This design comes from an exercise in tuning for small area, a short achievable clock period and few clock cycles per item on the open sky130 flow, not from production work.
The RTL was checked by simulation tests, not by an equivalence proof against the original design.
Power and IR drop assume default switching activity.

==> flow/design.v <==
package fctg_pkg;
  localparam int SCREEN_W  = 640;
  localparam int SCREEN_H  = 480;
  localparam int TEX_W     = 64;
  localparam int TEX_H     = 64;
  localparam int FRAC_BITS = 16;
  localparam int ROW_W      = 9;
  localparam int COL_W      = 10;
  localparam int TEX_X_W    = $clog2(TEX_W);
  localparam int TEX_Y_W    = $clog2(TEX_H);
  localparam int SHADE_W    = 9;
  localparam int CFG_IDX_W  = 3;
  localparam int CFG_DATA_W = 24;
  localparam int VEC_W      = 18;
  localparam int CAM_W      = 24;
  localparam int WORLD_W    = 40;
  localparam int HALF_H   = SCREEN_H / 2;
  localparam int DIST_SAT = HALF_H << FRAC_BITS;
  localparam int DIST_W   = 24;
  localparam int DIV_N_W   = 24;
  localparam int DIV_D_W   = 9;
  localparam int DIV_CNT_W = $clog2(DIV_N_W + 1);
  localparam int MUL_A_W = DIST_W + 1;
  localparam int MUL_B_W = 24;
  localparam int MUL_P_W = MUL_A_W + MUL_B_W;
  localparam int SW_SHIFT         = 7;
  localparam int SW_ODD           = SCREEN_W >> SW_SHIFT;
  localparam int STEP_SHIFT       = FRAC_BITS + SW_SHIFT;
  localparam int STEP_OFS_EXP     = 19;
  localparam int STEP_OFS         = 1 << STEP_OFS_EXP;
  localparam int STEP_BIAS        = SW_ODD << STEP_OFS_EXP;
  localparam int STEP_RECIP_SHIFT = 25;
  localparam int STEP_RECIP       = ((1 << STEP_RECIP_SHIFT) + SW_ODD - 1) / SW_ODD;
  localparam int SHADE_K       = 1966;
  localparam int SHADE_MIN     = 77;
  localparam int SHADE_ONE     = 256;
  localparam int SHADE_SHIFT   = FRAC_BITS + 8;
  localparam int SHADE_MAX_DIM = SHADE_ONE - SHADE_MIN;
  localparam int DIR_X_RST   = 1 << FRAC_BITS;
  localparam int PLANE_Y_RST = 43254;
  typedef enum logic [CFG_IDX_W-1:0] {
    CFG_DIR_X,
    CFG_DIR_Y,
    CFG_PLANE_X,
    CFG_PLANE_Y,
    CFG_CAM_X,
    CFG_CAM_Y
  } cfg_idx_t;
  typedef struct packed {
    logic               start;
    logic [DIV_N_W-1:0] dividend;
    logic [DIV_D_W-1:0] divisor;
  } div_req_t;
  typedef struct packed {
    logic               done;
    logic [DIV_N_W-1:0] quotient;
  } div_rsp_t;
endpackage
import fctg_pkg::*;
module fctg_div (
  input  logic     clk,
  input  logic     rst,
  input  logic               req_start,
  input  logic [DIV_N_W-1:0] req_dividend,
  input  logic [DIV_D_W-1:0] req_divisor,
  output logic               rsp_done,
  output logic [DIV_N_W-1:0] rsp_quotient
);
  logic                 run;
  logic                 done;
  logic [DIV_CNT_W-1:0] cnt;
  logic [DIV_D_W-1:0]   rem;
  logic [DIV_D_W-1:0]   dsr;
  logic [DIV_N_W-1:0]   quo;
  logic [DIV_D_W:0]     trial;
  logic                 fits;
  always_comb begin
    trial = {rem, quo[DIV_N_W-1]};
    fits  = trial >= {1'b0, dsr};
  end
  always_ff @(posedge clk) begin
    if (rst) begin
      run  <= 1'b0;
      done <= 1'b0;
      cnt  <= '0;
    end else begin
      done <= 1'b0;
      if (req_start) begin
        run <= 1'b1;
        cnt <= DIV_CNT_W'(DIV_N_W);
        rem <= '0;
        quo <= req_dividend;
        dsr <= req_divisor;
      end else if (run) begin
        rem <= fits ? DIV_D_W'(trial - {1'b0, dsr}) : trial[DIV_D_W-1:0];
        quo <= {quo[DIV_N_W-2:0], fits};
        cnt <= cnt - 1'b1;
        if (cnt == DIV_CNT_W'(1)) begin
          run  <= 1'b0;
          done <= 1'b1;
        end
      end
    end
  end
  assign rsp_done     = done;
  assign rsp_quotient = quo;
endmodule
import fctg_pkg::*;
module fctg_mul (
  input  logic                      clk,
  input  logic signed [MUL_A_W-1:0] a,
  input  logic signed [MUL_B_W-1:0] b,
  output logic signed [MUL_P_W-1:0] p
);
  logic signed [MUL_P_W-1:0] prod;
  assign prod = a * b;
  always_ff @(posedge clk) begin
    p <= prod;
  end
endmodule
import fctg_pkg::*;
module floor_cast_texel_generator (
  input  logic               clk,
  input  logic               rst,
  input  logic               pixel_valid,
  output logic               pixel_ready,
  input  logic [ROW_W-1:0]   pixel_row,
  input  logic [COL_W-1:0]   pixel_column,
  output logic               texel_valid,
  input  logic               texel_ready,
  output logic [ROW_W-1:0]   texel_out_row,
  output logic [COL_W-1:0]   texel_out_column,
  output logic [TEX_X_W-1:0] texel_tex_x,
  output logic [TEX_Y_W-1:0] texel_tex_y,
  output logic [SHADE_W-1:0] texel_shade,
  output logic               texel_is_floor,
  input  logic                  cfg_valid,
  output logic                  cfg_ready,
  input  logic [CFG_IDX_W-1:0]  cfg_index,
  input  logic [CFG_DATA_W-1:0] cfg_data
);
  typedef enum logic [2:0] {
    ST_IDLE,
    ST_DIST,
    ST_MUL,
    ST_POST,
    ST_RECIP,
    ST_STEP,
    ST_FINISH
  } state_t;
  typedef enum logic [2:0] {
    PH_SX,
    PH_SY,
    PH_WX,
    PH_WY,
    PH_SH
  } phase_t;
  state_t st;
  phase_t phase;
  logic signed [VEC_W-1:0] dir_x, dir_y, plane_x, plane_y;
  logic [CAM_W-1:0]        cam_x, cam_y;
  logic [WORLD_W-1:0] world_x, world_y, step_x, step_y;
  logic [SHADE_W-1:0] row_shade;
  logic [DIST_W-1:0]  row_dist;
  logic [DIV_N_W-1:0] step_arg;
  logic [ROW_W-1:0]   pend_row;
  logic [COL_W-1:0]   pend_col;
  logic               ov;
  logic [ROW_W-1:0]   o_row;
  logic [COL_W-1:0]   o_col;
  logic [TEX_X_W-1:0] o_tx;
  logic [TEX_Y_W-1:0] o_ty;
  logic [SHADE_W-1:0] o_shade;
  logic               o_floor;
  logic                      div_start;
  logic [DIV_N_W-1:0]        div_dividend;
  logic [DIV_D_W-1:0]        div_divisor;
  logic                      div_done;
  logic [DIV_N_W-1:0]        div_quotient;
  logic signed [MUL_A_W-1:0] mul_a;
  logic signed [MUL_B_W-1:0] mul_b;
  logic signed [MUL_P_W-1:0] mul_p;
  logic               acc;
  logic               floor_row;
  logic [ROW_W-1:0]   vp;
  logic [DIV_N_W-1:0] step_num;
  logic [WORLD_W-1:0] step_val;
  logic [WORLD_W-1:0] world_val;
  logic [MUL_P_W-SHADE_SHIFT-1:0] dim;
  logic [SHADE_W-1:0] shade_val;
  fctg_div u_div (
    .clk (clk),
    .rst (rst),
    .req_start    (div_start),
    .req_dividend (div_dividend),
    .req_divisor  (div_divisor),
    .rsp_done     (div_done),
    .rsp_quotient (div_quotient)
  );
  fctg_mul u_mul (
    .clk (clk),
    .a   (mul_a),
    .b   (mul_b),
    .p   (mul_p)
  );
  assign pixel_ready = (st == ST_IDLE) && (!ov || texel_ready);
  assign acc         = pixel_valid && pixel_ready;
  assign cfg_ready   = 1'b1;
  assign floor_row   = pixel_row >= ROW_W'(HALF_H);
  assign vp          = pixel_row - ROW_W'(HALF_H);
  assign mul_a = (st == ST_RECIP) ? $signed({1'b0, step_arg}) : $signed({1'b0, row_dist});
  always_comb begin
    if (st == ST_RECIP) begin
      mul_b = MUL_B_W'(STEP_RECIP);
    end else begin
      unique case (phase)
        PH_SX:   mul_b = MUL_B_W'(plane_x) <<< 1;
        PH_SY:   mul_b = MUL_B_W'(plane_y) <<< 1;
        PH_WX:   mul_b = MUL_B_W'(dir_x) - MUL_B_W'(plane_x);
        PH_WY:   mul_b = MUL_B_W'(dir_y) - MUL_B_W'(plane_y);
        PH_SH:   mul_b = MUL_B_W'(SHADE_K);
        default: mul_b = '0;
      endcase
    end
  end
  always_comb begin
    step_num  = DIV_N_W'($signed(mul_p[MUL_P_W-1:STEP_SHIFT])) + DIV_N_W'(STEP_BIAS);
    step_val  = WORLD_W'(mul_p[MUL_P_W-1:STEP_RECIP_SHIFT]) - WORLD_W'(STEP_OFS);
    world_val = WORLD_W'($signed(mul_p[MUL_P_W-1:FRAC_BITS]))
              + WORLD_W'((phase == PH_WX) ? cam_x : cam_y);
    dim       = mul_p[MUL_P_W-1:SHADE_SHIFT];
    shade_val = (dim > SHADE_MAX_DIM) ? SHADE_W'(SHADE_MIN) : SHADE_W'(SHADE_ONE - dim);
  end
  always_ff @(posedge clk) begin
    if (rst) begin
      st            <= ST_IDLE;
      phase         <= PH_SX;
      ov            <= 1'b0;
      div_start <= 1'b0;
      dir_x         <= VEC_W'(DIR_X_RST);
      dir_y         <= '0;
      plane_x       <= '0;
      plane_y       <= VEC_W'(PLANE_Y_RST);
      cam_x         <= '0;
      cam_y         <= '0;
      world_x       <= '0;
      world_y       <= '0;
      step_x        <= '0;
      step_y        <= '0;
      row_shade     <= SHADE_W'(SHADE_ONE);
    end else begin
      div_start <= 1'b0;
      if (ov && texel_ready) begin
        ov <= 1'b0;
      end
      if (cfg_valid) begin
        unique case (cfg_index)
          CFG_DIR_X:   dir_x   <= cfg_data[VEC_W-1:0];
          CFG_DIR_Y:   dir_y   <= cfg_data[VEC_W-1:0];
          CFG_PLANE_X: plane_x <= cfg_data[VEC_W-1:0];
          CFG_PLANE_Y: plane_y <= cfg_data[VEC_W-1:0];
          CFG_CAM_X:   cam_x   <= cfg_data[CAM_W-1:0];
          CFG_CAM_Y:   cam_y   <= cfg_data[CAM_W-1:0];
          default: ;
        endcase
      end
      unique case (st)
        ST_IDLE: begin
          if (acc) begin
            if (!floor_row) begin
              ov      <= 1'b1;
              o_row   <= pixel_row;
              o_col   <= pixel_column;
              o_tx    <= '0;
              o_ty    <= '0;
              o_shade <= '0;
              o_floor <= 1'b0;
            end else if (pixel_column == '0) begin
              pend_row <= pixel_row;
              pend_col <= pixel_column;
              phase    <= PH_SX;
              if (vp == '0) begin
                row_dist <= DIST_W'(DIST_SAT);
                st       <= ST_MUL;
              end else begin
                div_start    <= 1'b1;
                div_dividend <= DIV_N_W'(DIST_SAT);
                div_divisor  <= vp;
                st               <= ST_DIST;
              end
            end else begin
              ov      <= 1'b1;
              o_row   <= pixel_row;
              o_col   <= pixel_column;
              o_tx    <= world_x[FRAC_BITS-1 -: TEX_X_W];
              o_ty    <= world_y[FRAC_BITS-1 -: TEX_Y_W];
              o_shade <= row_shade;
              o_floor <= 1'b1;
              world_x <= world_x + step_x;
              world_y <= world_y + step_y;
            end
          end
        end
        ST_DIST: begin
          if (div_done) begin
            row_dist <= div_quotient[DIST_W-1:0];
            st       <= ST_MUL;
          end
        end
        ST_MUL: begin
          st <= ST_POST;
        end
        ST_POST: begin
          unique case (phase)
            PH_SX, PH_SY: begin
              step_arg <= step_num;
              st       <= ST_RECIP;
            end
            PH_WX: begin
              world_x <= world_val;
              phase   <= PH_WY;
              st      <= ST_MUL;
            end
            PH_WY: begin
              world_y <= world_val;
              phase   <= PH_SH;
              st      <= ST_MUL;
            end
            PH_SH: begin
              row_shade <= shade_val;
              st        <= ST_FINISH;
            end
            default: st <= ST_IDLE;
          endcase
        end
        ST_RECIP: begin
          st <= ST_STEP;
        end
        ST_STEP: begin
          if (phase == PH_SX) begin
            step_x <= step_val;
            phase  <= PH_SY;
          end else begin
            step_y <= step_val;
            phase  <= PH_WX;
          end
          st <= ST_MUL;
        end
        ST_FINISH: begin
          ov      <= 1'b1;
          o_row   <= pend_row;
          o_col   <= pend_col;
          o_tx    <= world_x[FRAC_BITS-1 -: TEX_X_W];
          o_ty    <= world_y[FRAC_BITS-1 -: TEX_Y_W];
          o_shade <= row_shade;
          o_floor <= 1'b1;
          world_x <= world_x + step_x;
          world_y <= world_y + step_y;
          st      <= ST_IDLE;
        end
        default: st <= ST_IDLE;
      endcase
    end
  end
  assign texel_valid      = ov;
  assign texel_out_row    = o_row;
  assign texel_out_column = o_col;
  assign texel_tex_x      = o_tx;
  assign texel_tex_y      = o_ty;
  assign texel_shade      = o_shade;
  assign texel_is_floor   = o_floor;
endmodule
==> flow/run.sh <==
#!/bin/bash
# synth_recipe.tcl (not shown) runs the flow's synth.tcl, then flattens the netlist and writes it again
# the make line also repeats each setting of config.mk as NAME=value (left out here)
make -C /OpenROAD-flow-scripts/flow DESIGN_CONFIG=/design/flow/config.mk WORK_HOME=/design/flow/orfs CLKGATE_MAP_FILE= SYNTH_SCRIPT=/design/flow/synth_recipe.tcl finish
==> flow/config.mk <==
export PLATFORM = sky130hd
export DESIGN_NAME = floor_cast_texel_generator
export DESIGN_NICKNAME = floor_cast_texel_generator
export VERILOG_FILES = /design/flow/design.v
export SDC_FILE = /design/flow/constraint.sdc
export NUM_CORES = 4
export LEC_CHECK = 0
export CAP_MARGIN = 20
export CORE_MARGIN = 2
export CORE_UTILIZATION = 40
export SLEW_MARGIN = 20
==> flow/constraint.sdc <==
create_clock -name core_clock -period 10.0 [get_ports {clk}]
set_input_delay 2.0000 -clock core_clock [delete_from_list [all_inputs] [get_ports {clk}]]
set_output_delay 2.0000 -clock core_clock [all_outputs]
set_load 0.01 [all_outputs]
==> flow_metrics.env <==
export IMPL_p_per_area_nw_per_um2=103
export IMPL_fin_cells=5522
export IMPL_yosysUniqueCellTypes=79
export IMPL_synth_cells=4179
export IMPL_syn_nets=5009
export IMPL_synth_edf_count=159
export IMPL_r2r_cells=34
export IMPL_cp_start_kind="flop"
export IMPL_slew_violations=0
export IMPL_syn_to_final_growth_pct=11.1
export IMPL_drtIter0Drc=2307
export IMPL_max_freq_mhz=106
export IMPL_final_util_pct=44.9
export IMPL_synth_top_area_share_pct=26.2
export IMPL_gp_congestion=0.875
export IMPL_fin_nets=5079
export IMPL_vias_per_cell=5.20
export IMPL_vdd_drop_max_mv=0.144
export IMPL_grt_max_degree=79
export IMPL_setup_viol=0
export IMPL_initial_core_util_pct=40.4
export IMPL_cts_buffer_depth=3
export IMPL_grt_pass1_wl_um=169000
export IMPL_max_stage_delay_ps=560
export IMPL_fin_area_sq_um=41300
export IMPL_required_ps=10430
export IMPL_rr_startpoint="plane_x[0]$_SDFFE_PP0P_"
export IMPL_synth_seq_cells=384
export IMPL_hold_path_class="reg -> reg"
export IMPL_fp_coreArea_sq_um=91900
export IMPL_grt_ovfl_total=0
export IMPL_cts_root_buffer="clkbuf_16"
export IMPL_numCtsBuffers=39
export IMPL_async_reset_ff_share_pct=0
export IMPL_r2r_setup_slack_ps=530
export IMPL_crit_type="reg -> reg"
export IMPL_critPathLaunch="plane_x[0]$_SDFFE_PP0P_"
export IMPL_hp_start="div_divisor[4]$_DFFE_PP_"
export IMPL_seq_area_frac_synth_pct=25.0
export IMPL_clk_pin_slew_worst_paths_ps=60
export IMPL_die_w_um=309
export IMPL_vias=28700
export IMPL_slowest_stage="fa_1"
export IMPL_dp_hpwl_um=82800
export IMPL_num_rows=111
export IMPL_die_area_sq_um=95400
export IMPL_syn_cell_area_sq_um=37200
export IMPL_crit_fanout=12
export IMPL_power_leakage_nw=19.5
export IMPL_seq_area_sq_um=9280
export IMPL_synth_area_leaders="fa_1 (26%), edfxtp_1 (13%), dfxtp_1 (12%), ha_1 (9.8%), nand2_1 (8.7%)"
export IMPL_cap_violations=0
export IMPL_hold_viol=0
export IMPL_dp_cells=5449
export IMPL_finalCritPeriodShare_pct=94.7
export IMPL_drive_gt1_share_pct=5.70
export IMPL_worstPathArrival_ps=9900
export IMPL_first_pass_iters=5
export IMPL_hold_depth=0
export IMPL_cts_hold_fix_buffers=0
export IMPL_grtUsageTotal_pct=22.8
export IMPL_die_h_um=309
export IMPL_syn_avg_cell_area_sq_um=8.90
export IMPL_avgRoutedWirePerCell_um=19.2
export IMPL_r2r_end="u_mul.p[39]$_DFF_P_"
export IMPL_cts_sinks=384
export IMPL_clkLatencyLatePin_ps=560
export IMPL_end_kind="flop"
export IMPL_rsz0062_at_grt="false"
export IMPL_drc=0
export IMPL_cts_tree="yes"
export IMPL_slew_headroom_pct=29.9
export IMPL_multi_input_area_sq_um=24900
export IMPL_cpMostUsedCell="fa_1"
export IMPL_final_common_cell="nand2_1"
export IMPL_status="timing/DRC/antenna clean"
export IMPL_yosysTopAreaCell="fa_1"
export IMPL_cts_htree_levels=2
export IMPL_tightest_slew_ps=1050
export IMPL_io_pins=95
export IMPL_period_needed_ps=9470
export IMPL_antenna_found_initial=4
export IMPL_min_to="u_div.dsr[4]$_DFFE_PP_"
export IMPL_first_global_vias=29100
export IMPL_placed_area_sq_um=39900
export IMPL_hold_slack_ps=416
export IMPL_drt_wl_total_um=106000
export IMPL_port_buffers=87
export IMPL_ys_flop_type="dfxtp_1"
export IMPL_fin_setup_tns_ps=0
export IMPL_yosys_warnings=3
export IMPL_fin_worst_skew_ps=28.2
export IMPL_final_cell_mix="nand2_1 (860), inv_1 (659), fa_1 (487)"
export IMPL_ant_nets=0
export IMPL_fillers=9106
worst max path at each step:
stage / slack, ps / end / cells past startpoint
after detailed placement: 250 / u_mul.p[48]$_DFF_P_ / 37
after global placement: 350 / u_mul.p[48]$_DFF_P_ / 38
after floorplan: 1080 / u_mul.p[46]$_DFF_P_ / 36
after global routing: 20 / u_mul.p[47]$_DFF_P_ / 36
after CTS: 180 / u_mul.p[48]$_DFF_P_ / 38
final: 530 / u_mul.p[39]$_DFF_P_ / 34
final cells by class:
type	count	share of cell area, %
timing repair buffer	196	4.22
sequential	384	22.5
clock inverter	17	0.554
tap	1243	3.77
antenna	1	0.00606
clock buffer	53	2.61
inverter	660	6.01
multi-input combinational	2968	60.4
report_power, final:
| part | internal, W | leakage, nW | switching (W) | total, W |
|---|---|---|---|---|
| Combinational | 0.000364 | 15.6 | 0.000571 | 0.000935 |
| Sequential | 0.00169 | 3.27 | 0.0000914 | 0.00179 |
| Clock | 0.000891 | 0.634 | 0.000642 | 0.00153 |
synthesized netlist by cell type (all sizes together) (20+ instances only):
cell	count
xor2	46
nand2b	23
a21o	50
nand3	42
xnor2	70
nor3	59
nor2	262
dfxtp	225
fa	487
a211oi	33
clkbuf	151
nor2b	38
inv	659
a21oi	226
mux2	20
nand2	860
o21ai	80
ha	292
and2	91
mux2i	38
edfxtp	159
worst max-delay path, delay by kind of cell (launching register included):
family / cells / cell delay (ps)
adders and majority gates: 10 / 4440
AOI/OAI and AO/OA: 15 / 3050
buffers and inverters: 5 / 540
DFF: 1 / 360
xor gates and xnor gates: 1 / 160
and+or+nand+nor: 3 / 810
flip-flops by register name, summed over array words and instances (netlist names), 18 cells and up:
register	flops
dir_x	18
dir_y	18
plane_x	18
plane_y	18
row_dist	24
step_arg	24
u_div.quo	24
u_mul.p	33
kinds of logic after synthesis:
kind of cell / share of synthesized area [%]
and+or+nand+nor: 17.2
buffers and inverters: 8.38
adders and majority gates: 36.0
AOI/OAI and AO/OA: 8.97
DFF: 25.0
xor gates and xnor gates: 2.73
muxes: 1.69
other: 0.0101
metrics by stage:
| step | setup slack [ps] | total power, W |
|---|---|---|
| floorplan | 1080 | 0.00239 |
| global placement | 351 | 0.00274 |
| detailed placement | 254 | 0.00274 |
| CTS | 175 | 0.00428 |
| global route | 20.4 | 0.00446 |
| finish | 527 | 0.00425 |
routing by layer:
layer  GRT usage (%)  vias up  wire length [um]
met5               0        -                13
met2            36.8      846             49200
met4            6.82        2              3300
li1                -    13400                 -
met3            2.85      163              6840
met1            32.1    14300             46900
what timing repair did:
| item | CTS | global route |
|---|---|---|
| resized for setup | 0 | 15 |
| setup endpoints to repair | 0 | 23 |
| setup buffers | 0 | 2 |
Testbench counts, summed over its fixed seeds: cycles 43,592, items 40,960.

separate check: timing with driven ports:
In the flow no input, the clock included, has a driving cell. The finished layout below was timed again as built, in two steps. Step 1 (the two cells are an assumption about what drives the block):
set clk [get_ports {clk}]
set_driving_cell -lib_cell sky130_fd_sc_hd__clkbuf_16 $clk
set_driving_cell -lib_cell sky130_fd_sc_hd__buf_2 [delete_from_list [all_inputs] $clk]
Step 2, shift: input delay + t, output delay - t, t = (earliest + latest rising clock arrival at the registers) / 2. This alone moves slack from input paths to output paths. Slacks: no drivers / after step 1 / after step 2; pairs: no drivers / after step 1.
t, ns: 0.601
slack for setup (ns): 0.527 / 0.527 / 0.527
worst setup path at the end: register to register
worst slew at a driven data input, ns: 0.05
After both steps this run still meets setup and hold. The setup slack of this run moves by 0.000 ns with the drivers and by 0.000 ns with both steps.
